Source: an optimization exercise on an open RTL-to-GDS flow (aim: small area). Production flows keep margins and buffers that such runs may drop.
Only simulation tests tie the RTL to the original design; equivalence was not proved.
The clock port is modelled as an ideal driver; clocking choices that lean on that would not hold on a real chip.
Power is estimated from default activity; no workload was simulated.

Design axi_xdma_st_data_chk_slave_stream, start of the top module:
module axi_xdma_st_data_chk_slave_stream #(
    parameter int          C_S_AXIS_TDATA_WIDTH  = 128,
    parameter int          NUMBER_OF_INPUT_WORDS = 64,
    parameter logic [15:0] BP_LFSR_SEED          = 16'hACE1
) (
    input  logic                              S_AXIS_ACLK,
    input  logic                              S_AXIS_ARESETN,
    input  logic                              S_AXIS_TVALID,
    input  logic [C_S_AXIS_TDATA_WIDTH-1:0]   S_AXIS_TDATA,
    input  logic [C_S_AXIS_TDATA_WIDTH/8-1:0] S_AXIS_TSTRB,
    input  logic                              S_AXIS_TLAST,
    output logic                              S_AXIS_TREADY,
    input  logic [31:0]                       config_reg0,
    input  logic [31:0]                       config_reg1,
    input  logic [31:0]                       config_reg2,
    output logic [63:0]                       beat_count,
    output logic [31:0]                       pkt_count,
    output logic [31:0]                       data_err_count,
    output logic [31:0]                       tlast_err_count,
    output logic                              first_err_valid,
    output logic [C_S_AXIS_TDATA_WIDTH-1:0]   first_err_data,
    output logic [C_S_AXIS_TDATA_WIDTH-1:0]   first_err_expected,
    output logic [31:0]                       first_err_beat
);
Size in the first run: ~600 flip-flops, ~690 I/O pins, roughly 25,000 um2 of cells after synthesis.
Settings: LEC_CHECK=0, ABC_AREA=1, CAP_MARGIN=20, CORE_AREA=2 2 194 194, DIE_AREA=0 0 196 196, SLEW_MARGIN=20, BUFFER_PORTS_ARGS=-buffer_cell sky130_fd_sc_hd__buf_1, CTS_ARGS=-sink_clustering_enable -repair_clock_nets -dont_use_dummy_load -buf_list {sky130_fd_sc_hd__clkbuf_8} -sink_clustering_size 18 -sink_clustering_max_diameter 50, RECOVER_POWER=100; clock period 6.0 ns.
standard.sh (not shown) runs the stock make flow with config.mk's settings and CLKGATE_MAP_FILE= SYNTH_SCRIPT=/design/flow/synth_recipe.tcl, a recipe that flattens the netlist after the stock synthesis.
==> flow/flow/run.sh <==
#!/bin/bash
set -euo pipefail
if [[ -f flow/extra.mk ]]; then cat flow/extra.mk >> config.mk; fi
rm -rf scripts && cp -r "$FLOW_HOME/scripts" scripts
cp flow/abc_area.script scripts/abc_area.script
if [[ -f flow/global_route.tcl ]]; then cp flow/global_route.tcl scripts/global_route.tcl; fi
SCRIPTS_DIR="$PWD/scripts" bash standard.sh > standard.log 2>&1
==> flow/flow/extra.mk <==
export BUFFER_PORTS_ARGS = -buffer_cell sky130_fd_sc_hd__buf_1
export CTS_ARGS = -sink_clustering_enable -repair_clock_nets -dont_use_dummy_load -buf_list {sky130_fd_sc_hd__clkbuf_8} -sink_clustering_size 18 -sink_clustering_max_diameter 50
export ADDER_MAP_FILE =
export RECOVER_POWER = 100
Other scripts of this flow, unchanged in this note and not shown: flow/flow/abc_area.script, flow/flow/global_route.tcl
The baseline completed with no timing, DRC or antenna violations.
Edit:
==> flow/flow/extra.mk (replaced) <==
export BUFFER_PORTS_ARGS = -buffer_cell sky130_fd_sc_hd__buf_1
export CTS_ARGS = -sink_clustering_enable -repair_clock_nets -dont_use_dummy_load -buf_list {sky130_fd_sc_hd__clkbuf_8} -sink_clustering_size 16 -sink_clustering_max_diameter 50
export ADDER_MAP_FILE =
export RECOVER_POWER = 100
- CTS_ARGS: -sink_clustering_enable -repair_clock_nets -dont_use_dummy_load -buf_list {sky130_fd_sc_hd__clkbuf_8} -sink_clustering_size 18 -sink_clustering_max_diameter 50 -> -sink_clustering_enable -repair_clock_nets -dont_use_dummy_load -buf_list {sky130_fd_sc_hd__clkbuf_8} -sink_clustering_size 16 -sink_clustering_max_diameter 50
- power goes up by 0.65%
- final cell count stays flat
- hold slack barely changes
- die area is unchanged
- non-clock buffer count is unchanged
- via count goes down by 0.39%
- area after synthesis does not change
- design area stays the same


The RTL this note starts from:
==> flow/design.v <==
package axi_xdma_st_data_pkg;
    localparam logic [1:0] COUNTER_NORMAL = 2'b00;
    localparam logic [1:0] COUNTER_DOWN   = 2'b01;
    localparam logic [1:0] COUNTER_STOP   = 2'b10;
    localparam logic [1:0] RANDOM_DATA    = 2'b11;
    typedef enum logic [1:0] {CLEAR = 2'd0, SEED = 2'd1, CHECK = 2'd2} chk_state_e;
    localparam int CFG_MODE      = 0;
    localparam int CFG_AUTO_SEED = 2;
    localparam int CFG_CLEAR     = 3;
    localparam int CFG_BP_EN     = 4;
    localparam int CFG_PRESET    = 5;
endpackage
module axis_bp_lfsr #(
    parameter logic [15:0] SEED = 16'hACE1
) (
    input  logic        i_clk,
    input  logic        i_rst_n,
    input  logic        i_en,
    output logic [15:0] o_lfsr
);
    logic [15:0] r_lfsr;
    assign o_lfsr = r_lfsr;
    always_ff @(posedge i_clk) begin
        if (!i_rst_n)
            r_lfsr <= SEED;
        else if (i_en)
            r_lfsr <= {1'b0, r_lfsr[15:1]} ^ (r_lfsr[0] ? 16'hB400 : 16'h0000);
    end
endmodule
module axi_xdma_st_data_chk_slave_stream #(
    parameter int          C_S_AXIS_TDATA_WIDTH  = 128,
    parameter int          NUMBER_OF_INPUT_WORDS = 64,
    parameter logic [15:0] BP_LFSR_SEED          = 16'hACE1
) (
    input  logic                              S_AXIS_ACLK,
    input  logic                              S_AXIS_ARESETN,
    input  logic                              S_AXIS_TVALID,
    input  logic [C_S_AXIS_TDATA_WIDTH-1:0]   S_AXIS_TDATA,
    input  logic [C_S_AXIS_TDATA_WIDTH/8-1:0] S_AXIS_TSTRB,
    input  logic                              S_AXIS_TLAST,
    output logic                              S_AXIS_TREADY,
    input  logic [31:0]                       config_reg0,
    input  logic [31:0]                       config_reg1,
    input  logic [31:0]                       config_reg2,
    output logic [63:0]                       beat_count,
    output logic [31:0]                       pkt_count,
    output logic [31:0]                       data_err_count,
    output logic [31:0]                       tlast_err_count,
    output logic                              first_err_valid,
    output logic [C_S_AXIS_TDATA_WIDTH-1:0]   first_err_data,
    output logic [C_S_AXIS_TDATA_WIDTH-1:0]   first_err_expected,
    output logic [31:0]                       first_err_beat
);
    function automatic logic [63:0] pre_and64(input logic [63:0] x);
        logic [7:0] blk, ball;
        logic [63:0] c;
        logic r;
        for (int b = 0; b < 8; b++) begin
            r = 1'b1;
            for (int i = 0; i < 8; i++) begin
                c[8*b+i] = r;
                r = r & x[8*b+i];
            end
            blk[b] = r;
        end
        ball[0] = 1'b1;
        for (int b = 1; b < 8; b++) ball[b] = ball[b-1] & blk[b-1];
        for (int b = 1; b < 8; b++)
            for (int i = 0; i < 8; i++) c[8*b+i] = c[8*b+i] & ball[b];
        pre_and64 = c;
    endfunction
    localparam int W = C_S_AXIS_TDATA_WIDTH;
    logic         r_clear, r_seed;           
    logic         r_tready;
    logic [63:0]  r_beat_count;
    logic [31:0]  r_pkt_count, r_data_err_count, r_tlast_err_count, r_first_err_beat;
    logic         r_first_err_valid;
    logic [W-1:0] r_expected, r_first_err_data, r_first_err_expected;
    logic [5:0]   r_beat_idx;
    logic [15:0]  w_lfsr;
    axis_bp_lfsr #(.SEED(BP_LFSR_SEED)) u_bp_lfsr (
        .i_clk   (S_AXIS_ACLK),
        .i_rst_n (S_AXIS_ARESETN),
        .i_en    (1'b1),
        .o_lfsr  (w_lfsr)
    );
    logic rst, ld, clr, acc, act, chk, m0, m1, m3, en, a, b, sel_t, sel_e, cin;
    logic [31:0] p1, p2;
    assign rst = ~S_AXIS_ARESETN;
    assign ld  = rst | r_clear;
    assign clr = config_reg0[3];
    assign acc = S_AXIS_TVALID & r_tready;
    assign act = acc & ~ld;
    assign chk = ~r_clear & ~r_seed;
    assign m0  = config_reg0[1:0] == 2'd0;
    assign m1  = config_reg0[1:0] == 2'd1;
    assign m3  = config_reg0[1:0] == 2'd3;
    assign p1  = config_reg1 & {32{~rst & config_reg0[5]}};
    assign p2  = config_reg2 & {32{~rst & config_reg0[5]}};
    assign en    = act & ~m3;
    assign a     = en & m0;
    assign b     = en & m1;
    assign sel_t = en & r_seed;
    assign sel_e = ~ld & ~sel_t;
    assign cin   = b | ld;                   
    logic [W-1:0] base, nexp;
    logic [63:0]  y, gp, pp, hq, hpre;
    logic         c64;
    logic [63:0] G, P;
    always_comb begin
        base = ({W{sel_t}} & S_AXIS_TDATA) | ({W{sel_e}} & r_expected);
        for (int i = 0; i < 64; i++) y[i] = i < 32 ? (config_reg1[i] ? a : b) : (config_reg2[i-32] ? a : b);
        pp = base[63:0] ^ y;
        gp = base[63:0] & y;
        G = gp;
        P = pp;
        G[0] = gp[0] | (pp[0] & cin);
        for (int l = 0; l < 6; l++)
            for (int i = 2**(l+1) - 1; i < 64; i += 2**(l+1)) begin
                G[i] = G[i] | (P[i] & G[i - 2**l]);
                P[i] = P[i] & P[i - 2**l];
            end
        for (int l = 4; l >= 0; l--)
            for (int i = 3 * 2**l - 1; i < 64; i += 2**(l+1))
                G[i] = G[i] | (P[i] & G[i - 2**l]);
        nexp[0] = pp[0] ^ cin;
        for (int i = 1; i < 64; i++) nexp[i] = pp[i] ^ G[i-1];
        c64 = G[63];
        hq   = base[127:64] ^ {64{b}};
        hpre = pre_and64(hq) & {64{c64 ^ b}};
        nexp[127:64] = base[127:64] ^ hpre;
    end
    logic neq, derr, at_last, terr, cap, hold;
    assign neq     = |(S_AXIS_TDATA ^ r_expected);
    assign derr    = (chk & ~m3 & neq) | ~(&S_AXIS_TSTRB);
    assign at_last = &r_beat_idx;
    assign terr    = S_AXIS_TLAST ^ at_last;
    assign cap     = act & derr & ~r_first_err_valid;
    assign hold    = ~ld & ~cap;
    logic [63:0] beat_t, beat_pre;
    logic [31:0] pkt_t, derr_t, terr_t;
    logic [63:0] pkt_pre, derr_pre, terr_pre;
    logic        derr_full, terr_full;
    assign beat_pre  = pre_and64(r_beat_count);
    assign beat_t    = beat_pre & {64{act}};
    assign pkt_pre   = pre_and64({32'd0, r_pkt_count});
    assign pkt_t     = pkt_pre[31:0] & {32{act & S_AXIS_TLAST}};
    assign derr_pre  = pre_and64({32'd0, r_data_err_count});
    assign derr_full = derr_pre[31] & r_data_err_count[31];
    assign derr_t    = derr_pre[31:0] & {32{act & derr & ~derr_full}};
    assign terr_pre  = pre_and64({32'd0, r_tlast_err_count});
    assign terr_full = terr_pre[31] & r_tlast_err_count[31];
    assign terr_t    = terr_pre[31:0] & {32{act & terr & ~terr_full}};
    assign S_AXIS_TREADY      = r_tready;
    assign beat_count         = r_beat_count;
    assign pkt_count          = r_pkt_count;
    assign data_err_count     = r_data_err_count;
    assign tlast_err_count    = r_tlast_err_count;
    assign first_err_valid    = r_first_err_valid;
    assign first_err_data     = r_first_err_data;
    assign first_err_expected = r_first_err_expected;
    assign first_err_beat     = r_first_err_beat;
    always_ff @(posedge S_AXIS_ACLK) begin
        r_clear  <= rst | clr;
        r_seed   <= ~rst & ~clr & (r_clear ? config_reg0[2] : (r_seed & ~acc));
        r_tready <= ~rst & ~clr & (~config_reg0[4] | w_lfsr[0]);
        r_expected <= nexp;
        r_beat_count      <= ld ? {p2, p1} : (r_beat_count ^ beat_t);
        r_pkt_count       <= ld ? p2 : (r_pkt_count ^ pkt_t);
        r_data_err_count  <= ld ? p1 : (r_data_err_count ^ derr_t);
        r_tlast_err_count <= ld ? p2 : (r_tlast_err_count ^ terr_t);
        r_first_err_valid    <= ~ld & (r_first_err_valid | (act & derr));
        r_first_err_data     <= ({W{cap}} & S_AXIS_TDATA) | ({W{hold}} & r_first_err_data);
        r_first_err_expected <= ({W{cap}} & r_expected) | ({W{hold}} & r_first_err_expected);
        r_first_err_beat     <= ({32{cap}} & r_beat_count[31:0]) | ({32{hold}} & r_first_err_beat);
        r_beat_idx <= (ld | (act & S_AXIS_TLAST)) ? 6'd0 : (act ? r_beat_idx + 6'd1 : r_beat_idx);
    end
endmodule
Settings: LEC_CHECK=0, CAP_MARGIN=20, CORE_MARGIN=2, CORE_UTILIZATION=30, CTS_BUF_LIST=sky130_fd_sc_hd__clkbuf_4, SLEW_MARGIN=20, BUFFER_PORTS_ARGS=-buffer_cell sky130_fd_sc_hd__buf_1; clock period 6.0 ns.
==> flow/flow/run.sh <==
#!/bin/bash
set -euo pipefail
if [[ -f flow/extra.mk ]]; then cat flow/extra.mk >> config.mk; fi
bash standard.sh > standard.log 2>&1
==> flow/flow/extra.mk <==
export BUFFER_PORTS_ARGS = -buffer_cell sky130_fd_sc_hd__buf_1
The first run completed with no timing, DRC or antenna violations.
Next try:
==> flow/run.sh (new file) <==
#!/bin/bash
# synth_recipe.tcl (not shown) runs the flow's synth.tcl, then flattens the netlist and writes it again
# the make line also repeats each setting of config.mk as NAME=value (left out here)
make -C /OpenROAD-flow-scripts/flow DESIGN_CONFIG=/design/flow/config.mk WORK_HOME=/design/flow/orfs CLKGATE_MAP_FILE= SYNTH_SCRIPT=/design/flow/synth_recipe.tcl finish
--- a/flow/config.mk
+++ b/flow/config.mk
@@ -9,5 +9,3 @@
 export CORE_MARGIN = 2
 export CORE_UTILIZATION = 30
-export CTS_BUF_LIST = sky130_fd_sc_hd__clkbuf_4
 export SLEW_MARGIN = 20
-export BUFFER_PORTS_ARGS = -buffer_cell sky130_fd_sc_hd__buf_1
removed: flow/flow/run.sh
removed: flow/flow/extra.mk
removed: flow/standard.sh
=>
- sequential cell count is unchanged
- worst hold slack gains 0.11 ns
- synthesized cell count does not change
Next try:
==> flow/flow/run.sh (new file) <==
#!/bin/bash
set -euo pipefail
if [[ -f flow/extra.mk ]]; then cat flow/extra.mk >> config.mk; fi
rm -rf scripts && cp -r "$FLOW_HOME/scripts" scripts
cp flow/abc_area.script scripts/abc_area.script
SCRIPTS_DIR="$PWD/scripts" bash standard.sh > standard.log 2>&1
==> flow/flow/abc_area.script (new file) <==
&get -n
&st
&dch
&nf -a
&put
topo
stime -c
buffer -c
upsize -c
dnsize -c
==> flow/flow/extra.mk (new file) <==
export BUFFER_PORTS_ARGS = -buffer_cell sky130_fd_sc_hd__buf_1
==> flow/standard.sh (new file) <==
#!/bin/bash
# synth_recipe.tcl (not shown) runs the flow's synth.tcl, then flattens the netlist and writes it again
# the make line also repeats each setting of config.mk as NAME=value (left out here)
make -C /OpenROAD-flow-scripts/flow DESIGN_CONFIG=/design/flow/config.mk WORK_HOME=/design/flow/orfs CLKGATE_MAP_FILE= SYNTH_SCRIPT=/design/flow/synth_recipe.tcl "${@:-finish}"
--- a/flow/config.mk
+++ b/flow/config.mk
@@ -6,6 +6,8 @@
 export NUM_CORES = 4
 export LEC_CHECK = 0
+export ABC_AREA = 1
 export CAP_MARGIN = 20
 export CORE_MARGIN = 2
 export CORE_UTILIZATION = 30
 export SLEW_MARGIN = 20
+export BUFFER_PORTS_ARGS = -buffer_cell sky130_fd_sc_hd__buf_1
removed: flow/run.sh
What happened: Design area is lower by 20%; fmax is higher by 11%; via count is lower by 19%.

-- static timing again, ports no longer ideal --
Ports are ideal in the flow. The routed layouts listed here were re-timed in OpenROAD. Step 1, drivers: a clkbuf_16 drives S_AXIS_ACLK and a buf_2 each remaining input, both assumed. Step 2 times the ports against the registers' clock, not the clock port: input delays grow and output delays shrink by t, the midpoint of the rising clock arrivals with the driver on. a / b / c = no drivers / after step 1 / after step 2; a / b = the first two.
run | t (ns) | slack for setup (ns) | hold slack, ns | worst setup path after step 2 | worst register clock-pin slew, ns
the first run of note 1 | 0.699 | 0.250 / 0.265 / -0.433 | 0.427 / 0.427 / 0.427 | input to register | 0.11 / 0.11
the second run of note 1 | 0.698 | 0.267 / 0.277 / -0.421 | 0.426 / 0.426 / 0.426 | input to register | 0.10 / 0.10
the first run of note 2 | 1.102 | 0.556 / 0.556 / -0.293 | 0.304 / 0.363 / 0.388 | input to register | 0.08 / 0.08
the second run of note 2 | 0.706 | 0.280 / 0.214 / -0.492 | 0.411 / 0.411 / 0.411 | input to register | 0.06 / 0.06
the third run of note 2 | 0.694 | 0.842 / 0.837 / 0.144 | 0.408 / 0.408 / 0.408 | input to register | 0.06 / 0.06
With both steps, setup timing fails in the first run of note 1, the second run of note 1, the first run of note 2 and the second run of note 2, where it was met with ideal ports. For the first run of note 2, which loses most, drivers alone change the setup slack by 0.000 ns; drivers and shift together by -0.849 ns.
